Context: an optimization exercise on an open-source flow, tuned for small area, a short achievable clock period and few clock cycles. The choices shown serve that exercise and are no tape-out recipe. Function not checked in this run: the RTL went through the layout flow alone. Power and IR drop assume default switching activity.

===== standard.sh =====
#!/bin/bash
# synth_recipe.tcl (not shown) runs the flow's synth.tcl, then flattens the netlist and writes it again
# the make line also repeats each setting of config.mk as NAME=value (left out here)
make -C /OpenROAD-flow-scripts/flow DESIGN_CONFIG=/design/flow/config.mk WORK_HOME=/design/flow/orfs CLKGATE_MAP_FILE= SYNTH_SCRIPT=/design/flow/synth_recipe.tcl "${@:-finish}"

===== config.mk =====
export PLATFORM = sky130hd
export DESIGN_NAME = serial_command_line_parser_top
export DESIGN_NICKNAME = serial_command_line_parser_top
export VERILOG_FILES = /design/flow/design.v
export SDC_FILE = /design/flow/constraint.sdc
export NUM_CORES = 4
export LEC_CHECK = 0
export ABC_AREA = 1
export CAP_MARGIN = 20
export CORE_MARGIN = 2
export CORE_UTILIZATION = 40
export SETUP_SLACK_MARGIN = 5
export SLEW_MARGIN = 20

===== flow/run.sh =====
#!/bin/bash
set -euo pipefail
bash standard.sh SETUP_SLACK_MARGIN=5.3 finish > flow_make.log 2>&1

===== design.v =====
package sclp_pkg;
  localparam int LINE_MAX = 32;
  localparam int ARG_W    = 31;
  localparam logic [ARG_W-1:0] SAT_MAX = {ARG_W{1'b1}};
  localparam logic [5:0] K_A     = 6'd33;
  localparam logic [5:0] K_C     = 6'd35;
  localparam logic [5:0] K_D     = 6'd36;
  localparam logic [5:0] K_E     = 6'd37;
  localparam logic [5:0] K_F     = 6'd38;
  localparam logic [5:0] K_G     = 6'd39;
  localparam logic [5:0] K_H     = 6'd40;
  localparam logic [5:0] K_I     = 6'd41;
  localparam logic [5:0] K_K     = 6'd43;
  localparam logic [5:0] K_L     = 6'd44;
  localparam logic [5:0] K_M     = 6'd45;
  localparam logic [5:0] K_N     = 6'd46;
  localparam logic [5:0] K_O     = 6'd47;
  localparam logic [5:0] K_P     = 6'd48;
  localparam logic [5:0] K_R     = 6'd50;
  localparam logic [5:0] K_S     = 6'd51;
  localparam logic [5:0] K_T     = 6'd52;
  localparam logic [5:0] K_U     = 6'd53;
  localparam logic [3:0] CMD_PERIOD = 4'd8;
  localparam logic [3:0] CMD_STAGE  = 4'd9;
  localparam logic [5:0] S_START = 6'd0;    
  localparam logic [5:0] S_I1  = 6'd1;      
  localparam logic [5:0] S_I4  = 6'd8;      
  localparam logic [5:0] S_T1  = 6'd16;      
  localparam logic [5:0] S_T5  = 6'd12;      
  localparam logic [5:0] S_M1  = 6'd24;     
  localparam logic [5:0] S_M3  = 6'd34;     
  localparam logic [5:0] S_M6  = 6'd20;     
  localparam logic [5:0] S_RST = 6'd41;     
  localparam logic [5:0] S_RE5 = 6'd30;     
  localparam logic [5:0] S_S1  = 6'd61;     
  localparam logic [5:0] S_S6  = 6'd35;     
  localparam logic [5:0] S_C1  = 6'd7;     
  localparam logic [5:0] S_CA4 = 6'd57;     
  localparam logic [5:0] S_CF2 = 6'd50;     
  localparam logic [5:0] S_CF4 = 6'd9;     
  localparam logic [5:0] S_H1  = 6'd18;     
  localparam logic [5:0] S_H4  = 6'd22;     
  localparam logic [5:0] S_P1  = 6'd45;     
  localparam logic [5:0] S_P6  = 6'd59;     
  localparam logic [5:0] S_PSP = 6'd54;     
  localparam logic [5:0] S_K0  = 6'd25;     
  localparam logic [5:0] S_K1  = 6'd51;     
  localparam logic [5:0] S_K2  = 6'd38;     
  localparam logic [5:0] S_MSP = 6'd13;     
  localparam logic [5:0] S_PD  = 6'd47;     
  localparam logic [5:0] S_FS  = 6'd31;     
  localparam logic [5:0] S_RS  = 6'd63;     
  localparam logic [5:0] S_NS  = 6'd62;     
  localparam logic [5:0] S_FSM = 6'd60;     
  localparam logic [5:0] S_RSM = 6'd56;     
endpackage
import sclp_pkg::*;
module sclp_stage (
  input  logic [7:0] c,
  output logic       f_eol,
  output logic       f_bs,
  output logic       f_blank,
  output logic       f_space,
  output logic       f_dig,
  output logic       f_let,
  output logic       f_q
);
  assign f_bs    = (c == 8'h08) || (c == 8'h7F);
  assign f_eol   = (c == 8'h0D) || (c == 8'h0A);
  assign f_space = (c == 8'h20);
  assign f_blank = (c == 8'h20) || (c == 8'h09);
  assign f_dig   = (c[7:4] == 4'h3) && (c[3:0] <= 4'd9);
  assign f_let   = (c[7:6] == 2'b01) && (c != 8'h7F);
  assign f_q     = (c == 8'h3F);
endmodule
import sclp_pkg::*;
module serial_command_line_parser_top (
  input  logic        clk,
  input  logic        rst_n,
  input  logic        in_valid,
  output logic        in_ready,
  input  logic [7:0]  in_rx_byte,
  output logic        out_valid,
  input  logic        out_ready,
  output logic [3:0]  out_cmd_code,
  output logic [30:0] out_cmd_arg
);
  function automatic logic chain_hit(input logic [5:0] s, input logic [5:0] c, input logic q,
                                     input logic sp);
    chain_hit =
      ((s == 6'd1) && (c == K_D)) ||   
      ((s == 6'd2) && (c == K_L)) ||
      ((s == 6'd4) && (c == K_E)) ||
      ((s == 6'd16) && (c == K_R)) ||   
      ((s == 6'd33) && (c == K_A)) ||
      ((s == 6'd3) && (c == K_C)) ||
      ((s == 6'd6) && (c == K_K)) ||
      ((s == 6'd24) && (c == K_A)) ||   
      ((s == 6'd49) && (c == K_N)) ||
      ((s == 6'd34) && (c == K_U)) ||
      ((s == 6'd5) && (c == K_A)) ||
      ((s == 6'd10) && (c == K_L)) ||
      ((s == 6'd41) && (c == K_E)) ||   
      ((s == 6'd19) && (c == K_C)) ||
      ((s == 6'd39) && (c == K_A)) ||
      ((s == 6'd15) && (c == K_L)) ||
      ((s == 6'd61) && (c == K_T)) ||   
      ((s == 6'd58) && (c == K_A)) ||
      ((s == 6'd52) && (c == K_T)) ||
      ((s == 6'd40) && (c == K_U)) ||
      ((s == 6'd17) && (c == K_S)) ||
      ((s == 6'd7) && (c == K_A)) ||   
      ((s == 6'd14) && (c == K_L)) ||
      ((s == 6'd28) && q) ||
      ((s == 6'd50) && (c == K_G)) ||   
      ((s == 6'd36) && q) ||
      ((s == 6'd18) && (c == K_E)) ||   
      ((s == 6'd37) && (c == K_L)) ||
      ((s == 6'd11) && (c == K_P)) ||
      ((s == 6'd45) && (c == K_E)) ||   
      ((s == 6'd27) && (c == K_R)) ||
      ((s == 6'd55) && (c == K_I)) ||
      ((s == 6'd46) && (c == K_O)) ||
      ((s == 6'd29) && (c == K_D)) ||
      ((s == 6'd59) && sp);
  endfunction
  function automatic logic [5:0] start_st(input logic [5:0] c);
    case (c)
      K_I:     start_st = S_I1;
      K_T:     start_st = S_T1;
      K_M:     start_st = S_M1;
      K_R:     start_st = S_RST;
      K_S:     start_st = S_S1;
      K_C:     start_st = S_C1;
      K_H:     start_st = S_H1;
      K_P:     start_st = S_P1;
      K_F:     start_st = S_FS;
      default: start_st = S_START;
    endcase
  endfunction
  logic             rdy_r, rdy_nxt;
  logic             bv_r, bv_nxt, take;
  logic [4:0]       c5_r;
  logic             fe_r, fb_r, fk_r, fs_r, fd_r, fl_r, fq_r;   
  logic             fe_in, fb_in, fk_in, fs_in, fd_in, fl_in, fq_in;
  logic [5:0]       cls_r;                                  
  logic [5:0]       len_r;                
  logic [5:0]       st_r, st_nxt;         
  logic [5:0]       lnb_r;                
  logic             dead_r;               
  logic [5:0]       ld_r;                 
  logic [5:0]       ds_r;                 
  logic [3:0]       v_r;                  
  logic             z0_r;                 
  logic             j0_r;                 
  logic             len0_r, full_r;       
  logic             trunc_r;              
  logic [5:0]       len_nxt;
  logic             z0_nxt;
  logic [ARG_W-1:0] acc_r;
  logic [3:0]       dl_r;
  logic             df_r;
  logic             sat_r;                
  logic [5:0]       ls_r;                 
  logic             busy_r, busy_nxt;     
  logic             ov_r, ov_nxt;
  logic [3:0]       code_r;
  logic             is_eol, is_bs, is_blank, is_dig;
  logic [3:0]       dv;
  logic             j0, base, dig_st, at_start, st_pd;
  logic [5:0]       len_p1, len_m1;
  logic [ARG_W:0]   m_w;
  logic [ARG_W-1:0] m;
  logic             m_sat;
  logic [4:0]       t;
  logic             t_ge;
  logic             t_ok;
  logic [5:0]       t_st;
  logic [3:0]       t_v;
  logic [5:0]       p_st;
  logic             hit;
  logic [3:0]       hit_code;
  logic             stg_r;
  logic consume, eol, emit, bsp, app, ovf, clr, live, trunc;
  logic core, kill, bs_core, undie;
  logic pd_init, pd_dig, pd_first, pd_sat, pd_commit, bs_pd, bs_unsat, bs_df, bs_div;
  logic div_end, acc_en, sel_m, sel_sat, sel_stg;
  logic [ARG_W-1:0] acc_d;
  sclp_stage u_cls (.c(in_rx_byte), .f_eol(fe_in), .f_bs(fb_in), .f_blank(fk_in),
                    .f_space(fs_in), .f_dig(fd_in), .f_let(fl_in), .f_q(fq_in));
  assign in_ready     = rdy_r;
  assign out_valid    = ov_r;
  assign out_cmd_code = code_r;
  assign out_cmd_arg  = acc_r;
  assign is_eol   = fe_r;
  assign is_bs    = fb_r;
  assign is_blank = fk_r;
  assign is_dig   = fd_r;
  assign cls_r    = {fl_r, c5_r};
  assign dv       = c5_r[3:0];
  assign at_start = (st_r == S_START);
  assign st_pd    = (st_r == S_PD);
  assign j0       = j0_r;
  assign base     = (lnb_r == ds_r);
  assign dig_st   = (st_r == S_PD) || (st_r == S_FS) || (st_r == S_RS) || (st_r == S_NS) ||
                    (st_r == S_FSM) || (st_r == S_RSM);
  assign len_p1   = len_r + 6'd1;
  assign len_m1   = len_r - 6'd1;
  assign m_w   = {acc_r[ARG_W-4:0], (dl_r[3] ? 3'b111 : dl_r[2:0]), 1'b1} +
                 {acc_r[ARG_W-2:0], dl_r[3], dl_r[3] & dl_r[0]};
  assign m     = m_w[ARG_W:1];
  assign m_sat = (acc_r > ARG_W'(SAT_MAX / 10)) ||
                 ((acc_r == ARG_W'(SAT_MAX / 10)) && (dl_r > 4'(SAT_MAX % 10)));
  assign t     = {dl_r, acc_r[ARG_W-1]};
  assign t_ge  = (t >= 5'd10);
  always_comb begin
    hit      = 1'b1;
    hit_code = 4'd0;
    case (st_r)
      S_I4, S_K0: hit_code = 4'd0;
      S_T5, S_K1: hit_code = 4'd1;
      S_M6, S_K2: hit_code = 4'd2;
      S_RE5:      hit_code = 4'd3;
      S_S6:       hit_code = 4'd4;
      S_CA4:      hit_code = 4'd5;
      S_CF4:      hit_code = 4'd6;
      S_H4:       hit_code = 4'd7;
      S_PD:       hit_code = CMD_PERIOD;
      S_FS, S_FSM, S_NS, S_RS, S_RSM: begin
        hit      = (v_r != 4'd0);
        hit_code = CMD_STAGE;
      end
      default: hit = 1'b0;
    endcase
  end
  assign stg_r = dig_st && !st_pd;
  always_comb begin
    t_ok = 1'b0;
    t_st = {st_r[4:0], st_r[5] ^ st_r[4]};
    t_v  = dv;
    if (at_start) begin
      t_st = is_dig ? ((dv == 4'd0) ? S_K0 : (dv == 4'd1) ? S_K1 : S_K2) : start_st(cls_r);
      t_ok = is_dig ? (dv <= 4'd2) : (t_st != S_START);
      t_v  = 4'd0;
    end else if (chain_hit(st_r, cls_r, fq_r, fs_r)) begin
      t_ok = 1'b1;
    end else begin
      case (st_r)
        S_C1: begin
          t_st = S_CF2;
          t_ok = (cls_r == K_F);
        end
        S_M3: begin
          t_st = S_MSP;
          t_ok = fs_r;
        end
        S_RST: begin
          t_st = S_RS;
          t_ok = is_dig && (dv <= 4'd7);
        end
        S_PSP: begin
          t_st = S_PD;
          t_ok = is_dig;
        end
        S_MSP: begin
          t_st = (cls_r == K_F) ? S_FSM : (cls_r == K_R) ? S_RSM : S_NS;
          t_v  = (cls_r == K_F) || (cls_r == K_R) ? 4'd0 : dv;
          t_ok = (cls_r == K_F) || (cls_r == K_R) || is_dig;
        end
        S_PD: begin
          t_st = S_PD;
          t_ok = is_dig;
        end
        S_FS, S_RS, S_FSM, S_RSM: begin
          t_st = st_r;
          t_ok = is_dig && (v_r == 4'd0) && (dv <= 4'd7);
        end
        S_NS: begin
          t_st = S_NS;
          t_v  = (v_r == 4'd0) ? dv : 4'd10 + dv;
          t_ok = is_dig && ((v_r == 4'd0) || ((v_r == 4'd1) && (dv <= 4'd4)));
        end
        default: ;
      endcase
    end
  end
  always_comb begin
    p_st = {st_r[0] ^ st_r[5], st_r[5:1]};
    case (st_r)
      S_I1, S_T1, S_M1, S_RST, S_S1, S_C1, S_H1, S_P1,
      S_K0, S_K1, S_K2:   p_st = S_START;
      S_CF2:              p_st = S_C1;
      S_MSP:              p_st = S_M3;
      S_PD:               p_st = base ? S_PSP : S_PD;
      S_FS:               p_st = base ? S_START : S_FS;
      S_FSM, S_RSM, S_NS: p_st = base ? S_MSP : st_r;
      S_RS:               p_st = base ? S_RST : S_RS;
      default: ;
    endcase
  end
  assign consume = bv_r && !busy_r && !(ov_r && (is_eol || (st_r == S_PSP)));
  assign eol     = consume && is_eol && !len0_r;
  assign emit    = eol && !dead_r && hit;
  assign bsp     = consume && is_bs && !len0_r;
  assign ovf     = consume && !is_eol && !is_bs && full_r;
  assign app     = consume && !is_eol && !is_bs && !full_r;
  assign clr     = eol || ovf;
  assign live    = app && !dead_r;
  assign trunc   = trunc_r;           
  assign core    = live && (at_start || j0) && !trunc && t_ok;
  assign kill    = live && !is_blank && ((!at_start && !j0) || (!trunc && !t_ok));
  assign bs_core = bsp && !dead_r && !at_start && j0;
  assign undie   = bsp && dead_r && (len_r == ld_r);
  assign pd_init   = live && j0 && !trunc && (st_r == S_PSP) && is_dig;
  assign pd_dig    = live && j0 && !trunc && st_pd && is_dig && !sat_r;
  assign pd_first  = pd_dig && !df_r;
  assign pd_sat    = pd_dig && df_r && m_sat;
  assign pd_commit = pd_dig && df_r && !m_sat;
  assign bs_pd     = bs_core && st_pd;
  assign bs_unsat  = bs_pd && sat_r && (len_m1 == ls_r);
  assign bs_df     = bs_pd && !sat_r;
  assign bs_div    = bs_df && !df_r && !base;
  assign div_end   = busy_r && (ls_r == 6'd0);
  assign sel_m   = st_pd && df_r && !m_sat && ((live && j0 && !trunc && is_dig && !sat_r) ||
                                               (eol && !dead_r));
  assign sel_sat = eol && !dead_r && st_pd && df_r && m_sat;
  assign sel_stg = emit && stg_r;
  assign acc_en  = busy_r || pd_init || sel_m || sel_sat || (emit && !st_pd);
  always_comb begin
    acc_d = ({ARG_W{busy_r}} & {acc_r[ARG_W-2:0], t_ge}) |
            ({ARG_W{sel_m}} & m) |
            {ARG_W{sel_sat}};
    if (sel_stg)
      acc_d[3:0] = ((st_r == S_RS) || (st_r == S_RSM)) ? v_r + 4'd6 : v_r - 4'd1;
  end
  always_comb begin
    if (clr)
      st_nxt = S_START;
    else if (bs_core)
      st_nxt = p_st;
    else if (core)
      st_nxt = t_st;
    else
      st_nxt = st_r;
  end
  assign take     = in_valid && rdy_r;
  assign bv_nxt   = take || (bv_r && !consume);
  assign busy_nxt = bs_div || (busy_r && !div_end);
  assign ov_nxt   = (ov_r && !out_ready) || emit;
  assign rdy_nxt  = !bv_nxt ||
                    (!((busy_r && !div_end) || (bv_r && fb_r && st_pd && !df_r && !sat_r)) &&
                     !(((ov_r && !out_ready) || (bv_r && fe_r)) &&
                       ((take ? fe_in : fe_r) ||
                        (((st_r == S_P6) || (st_r == S_PSP) || st_pd) && !(bv_r && fe_r)))));
  always_comb begin
    if (clr)
      len_nxt = 6'd0;
    else if (bsp)
      len_nxt = len_m1;
    else if (app)
      len_nxt = len_p1;
    else
      len_nxt = len_r;
  end
  assign z0_nxt = (app && len0_r) ? !is_blank : z0_r;
  always_ff @(posedge clk) begin
    if (!rst_n) begin
      rdy_r   <= 1'b1;
      bv_r    <= 1'b0;
      len_r   <= 6'd0;
      len0_r  <= 1'b1;
      full_r  <= 1'b0;
      trunc_r <= 1'b0;
      st_r   <= S_START;
      dead_r <= 1'b0;
      busy_r <= 1'b0;
      ov_r   <= 1'b0;
    end else begin
      rdy_r  <= rdy_nxt;
      bv_r   <= bv_nxt;
      st_r   <= st_nxt;
      busy_r <= busy_nxt;
      ov_r   <= ov_nxt;
      len_r   <= len_nxt;
      len0_r  <= (len_nxt == 6'd0);
      full_r  <= (len_nxt == 6'(LINE_MAX));
      trunc_r <= (len_nxt == 6'(LINE_MAX - 1)) && z0_nxt;
      if (clr || undie)
        dead_r <= 1'b0;
      else if (kill)
        dead_r <= 1'b1;
    end
  end
  always_ff @(posedge clk) begin
    if (take) begin
      c5_r  <= in_rx_byte[4:0];
      fe_r  <= fe_in;
      fb_r  <= fb_in;
      fk_r  <= fk_in;
      fs_r  <= fs_in;
      fd_r  <= fd_in;
      fl_r  <= fl_in;
      fq_r  <= fq_in;
    end
    if (core || bs_core)
      j0_r <= 1'b1;
    else if (live && !kill)
      j0_r <= 1'b0;
    else if (bsp && !dead_r && !at_start && !j0_r)
      j0_r <= (len_m1 == lnb_r);
    if (core || bs_core) begin
      lnb_r <= core ? len_p1 : len_m1;
      v_r   <= core ? t_v : {3'b000, v_r[3] & (v_r[2] | v_r[1])};
    end
    if (live) ld_r <= len_p1;
    if (live && !dig_st) ds_r <= len_p1;
    z0_r <= z0_nxt;
    if (acc_en) acc_r <= acc_d;
    if (busy_r)
      dl_r <= t_ge ? 4'(t - 5'd10) : t[3:0];
    else if (bs_div)
      dl_r <= 4'd0;
    else if (pd_init || pd_first || pd_commit)
      dl_r <= dv;
    if (pd_init || pd_first)
      df_r <= 1'b1;
    else if (bs_df)
      df_r <= 1'b0;
    if (pd_sat)
      sat_r <= 1'b1;
    else if (pd_init || bs_unsat)
      sat_r <= 1'b0;
    if (busy_r)
      ls_r <= ls_r - 6'd1;
    else if (bs_div)
      ls_r <= 6'd30;
    else if (pd_sat)
      ls_r <= len_r;
    if (emit) code_r <= hit_code;
  end
endmodule

===== constraint.sdc =====
create_clock -name core_clock -period 8.0 [get_ports {clk}]
set_input_delay 1.6000 -clock core_clock [delete_from_list [all_inputs] [get_ports {clk}]]
set_output_delay 1.6000 -clock core_clock [all_outputs]
set_load 0.01 [all_outputs]

==> run summary <==
-- sequential cells by signal (all words and copies together) (netlist names), 4 cells and up --
register and cells:
len_r 6, ds_r 6, ls_r 6, st_r 6, dl_r 4, c5_r 5, code_r 4, v_r 4
lnb_r 6, ld_r 6, acc_r 31
-- how the worst max path moves through the flow --
stage | start | slack [ns] | cells after the start | end
floorplan | st_r[4] | 5.43 | 14 | acc_r[0]
global placement | st_r[4] | 4.63 | 12 | acc_r[16]
detailed placement | st_r[4] | 4.52 | 12 | acc_r[18]
CTS | st_r[4] | 5.29 | 11 | acc_r[26]
global route | acc_r[0] | 5.23 | 13 | acc_r[25]
finish | acc_r[3] | 5.25 | 2 | out_cmd_arg[3]
-- timing repair --
item                                    4_1_cts  5_1_grt
setup buffers                                54       28
endpoints found under the setup margin      153      122
resized for setup                           107      122
cloned                                        4        0
pin swaps                                    11       21
-- layout make-up --
| class | count | area share |
|---|---|---|
| inverters | 158 | 0.05596 |
| clock buffers | 10 | 0.02061 |
| flip-flops and latches | 103 | 0.2571 |
| multi-input cells | 989 | 0.5300 |
| well taps | 280 | 0.03153 |
| repair buffers | 131 | 0.09965 |
| clock inverters | 6 | 0.005180 |
-- metrics by stage --
step	instance area, sq um	cells	power, mW
final	11110	1677	1.292
after global routing	11110	1677	1.339
after CTS	10470	1649	1.275
after detailed placement	9569	1575	0.8144
after global placement	9569	1575	0.8139
after floorplan	8869	1269	0.7606
-- critical path: stages, from the launching register on --
cell and delay (ns):
edfxtp_1 0.48, buf_4 0.18, buf_2 0.13
-- cell usage after synthesis (2+ instances only) --
master     instances
ha_1              45
o21ai_1            8
buf_4              4
dfxtp_1           25
buf_2              5
o211ai_1          20
nor2_2             8
o22ai_1            4
a221oi_1           2
nor3_2             3
buf_6              4
or2_2              4
nand2_2           11
o2111ai_1          3
inv_1            147
nor2_4             2
edfxtp_1          78
a21o_1             4
o21a_1             5
o21ai_0           72
clkbuf_1          10
a31oi_1            2
o31ai_1            6
nand3_2            5
o21bai_1           7
nor4_1             9
nand4_1           29
nor2_1           154
o21ai_2            4
nor3_1            26
a21oi_1           64
nor3_4             2
o221ai_1           9
xor2_1            28
nand3_1          110
xnor2_1           21
nand3b_1           2
a21boi_0           3
inv_2             10
nand2_1          302
a211oi_1           3
-- layout by cell type, fill, tap and decap left out, types with 29 or more instances in the layout --
master and instances:
a21oi_1 52, buf_4 78, edfxtp_1 78, ha_1 30, inv_1 135, nand2_1 290
nand3_1 99, nand4_1 29, nor2_1 133, o21ai_0 64
-- routing by layer --
metal | part of all wire | GRT usage | vias to the layer above
met5 | 0 | 0 | -
met4 | 0.018 | 0.06790 | 0
met3 | 0.068 | 0.04551 | 41
met2 | 0.46 | 0.4053 | 344
met1 | 0.45 | 0.3462 | 4447
li1 | - | - | 4561
-- cells by family after synthesis --
family	count (synthesis)	synth area share
adders and majority gates	45	0.06358
AOI/OAI and AO/OA	219	0.1471
DFF	103	0.3210
and+or+nand+nor	672	0.3374
buffers and inverters	181	0.08251
xor gates and xnor gates	49	0.04846
-- report_power, final --
| group | internal (mW) | total [mW] | leakage, nW | switching, mW |
|---|---|---|---|---|
| logic | 0.0751 | 0.219 | 3.85 | 0.143 |
| registers | 0.593 | 0.615 | 0.946 | 0.0219 |
| clock network | 0.221 | 0.458 | 0.142 | 0.237 |
| total | 0.889 | 1.29 | 4.94 | 0.403 |
==> summary.txt <==
Status
  • Run status: timing/DRC/antenna clean

Min path
  • Worst hold stages: 2
  • Sink of the worst hold path: sat_r
  • Type of the worst min-delay path: reg -> reg
  • Hold Path Origin: sat_r

Global routing
  • Via count of the first global-routing pass: 9,010
  • Overall Global Routing Usage: 0.2509
  • Wire length of the first global-routing pass: 47.27 mm
  • Largest net degree at the start of global routing: 30
  • Initial antenna violation count: 0
  • Aggregate global routing overflow: 0

Logic synthesis
  • Share of async-settable or async-resettable flops after synthesis: 0
  • Unique masters post-synth: 50
  • Synthesized net count: 1,326
  • Yosys warning count: 1
  • Most instantiated flip-flop cell in the synthesis netlist: edfxtp_1
  • Mean area per synthesized cell: 6.979 sq um
  • Cell area after synthesis: 8856 sq um
  • Cell count after synthesis: 1,269
  • Count of flip-flops with a built-in enable after synthesis: 78
  • Yosys top cell by area: edfxtp_1
  • Total of flip-flops plus latches after synthesis: 103
  • Synth top area cells: edfxtp_1 26%, nand2_1 13%, nor2_1 6.5%
  • Share of Yosys cell area claimed by the top area cell type: 0.2645
  • Post-synthesis sequential area ratio: 0.3210

Power
  • Worst voltage drop across the vdd grid: 0.08348 mV
  • Power per standard cell area: 116.2 nW/um^2
  • Static leakage: 4.941 nW

CTS
  • Insertion delay to the later sink of the worst-skew pair: 0.37 ns
  • Hold-fix buffers at CTS: 0
  • TritonCTS buffer count: 9
  • Clock sink count: 103
  • Clock Pin Slew Worst Setup and Hold Paths: 0.07 ns
  • Clock tree from TritonCTS: yes
  • Root buffer cell: clkbuf_16
  • Longest Clk Path Bufs: 2
  • H-tree lvl count: 3

Drt
  • Final Routed Wirelength: 29.77 mm
  • Remaining antenna violation count: 0
  • First-pass iteration count of the detailed router: 5
  • DRC violations left: 0
  • Average routed wire per standard cell: 17.75 um
  • Detailed-route via count: 9,393
  • 1st-iter DRT viols: 780
  • Avg Vias per Cell: 5.601

Die
  • Standard cell core area: 21,760 sq um
  • Die height: 152.8 um
  • Row Count: 54
  • Number of ports placed on the die boundary: 49
  • Initial Utilization: 0.4071
  • Floorplan die area: 23,350 sq um
  • Horizontal die dimension: 152.8 um

Finish
  • Final net count: 1,449
  • Synth-to-layout area growth: 25.47%
  • Storage cell area: 2856 sq um
  • Fraction of layout instances using a drive strength above 1: 0.1911
  • Multi-input gate area in the final layout: 5889 sq um
  • Antenna diode instance count: 0
  • Number of filler instances in the final layout: 2,147
  • Final standard cell utilization of the core: 0.5108

Critical path
  • Launch instance of the worst register-to-register path: st_r[4]
  • Critical path capture point type: output pin
  • Cell depth of the worst flop-to-flop path: 11
  • Critical Path Source Type: register
  • Required @ worst endpoint: 6.40 ns
  • R2r endpoint: acc_r[26]
  • Endpoint arrival time on the critical path: 1.15 ns
  • Setup CP Type: reg -> out
  • Register-to-register setup slack: 5.34 ns
  • Worst-path maximum fanout: 3

Timing
  • Worst Clk Skew: 0.01209 ns
  • Total negative slack for setup checks: 0 ns
  • Worst slew margin relative to its limit: 0.5266
  • Final hold viol count: 0
  • Slew of the pin with the lowest slew margin: 0.7094 ns
  • Slew Limit Fails: 0
  • RSZ-0062 raised after global routing: true
  • Final critical-path share of the clock period: 0.3434
  • Minimum clock period: 2.747 ns
  • Post-route worst hold slack: 0.4917 ns
  • Highest attainable clock frequency: 364.0 MHz
  • PnR worst setup slack: 5.253 ns
  • Setup-violating endpoint count in the final report: 0

Run
  • # Max-Cap Violations: 0

Placed design
  • Buffers on Ports: 48
  • HPWL after detailed placement: 21.64 mm
  • Routability-driven placement congestion ratio: 1.009
  • Setup slack after placement: 4.521 ns

==> port drivers added, routing unchanged <==
The results above use ideal ports. As a check the final layout listed here was re-extracted and re-timed, cells and wires unchanged.
Step 1 sets driving cells, clkbuf_16 on the clock port and buf_2 on the other inputs (assumed; they add their load-dependent delay and slew).
Step 2 times the ports against the registers' clock, not the clock port: input delays grow and output delays shrink by t, the midpoint of the rising clock arrivals with the driver on.
Slacks: ideal ports / drivers / drivers and shift; pairs: ideal ports / drivers.
t (ns): 0.410
slack for setup (ns): 5.253 / 5.210 / 5.034
slew at the worst register clock pin (ns): 0.08 / 0.08
worst slew at a driven data input, ns: 0.03
cell pins on the clock port's net: 1
After both steps setup and hold are still met in this run. The setup slack of this run moves by -0.043 ns with the drivers and by -0.219 ns with both steps.
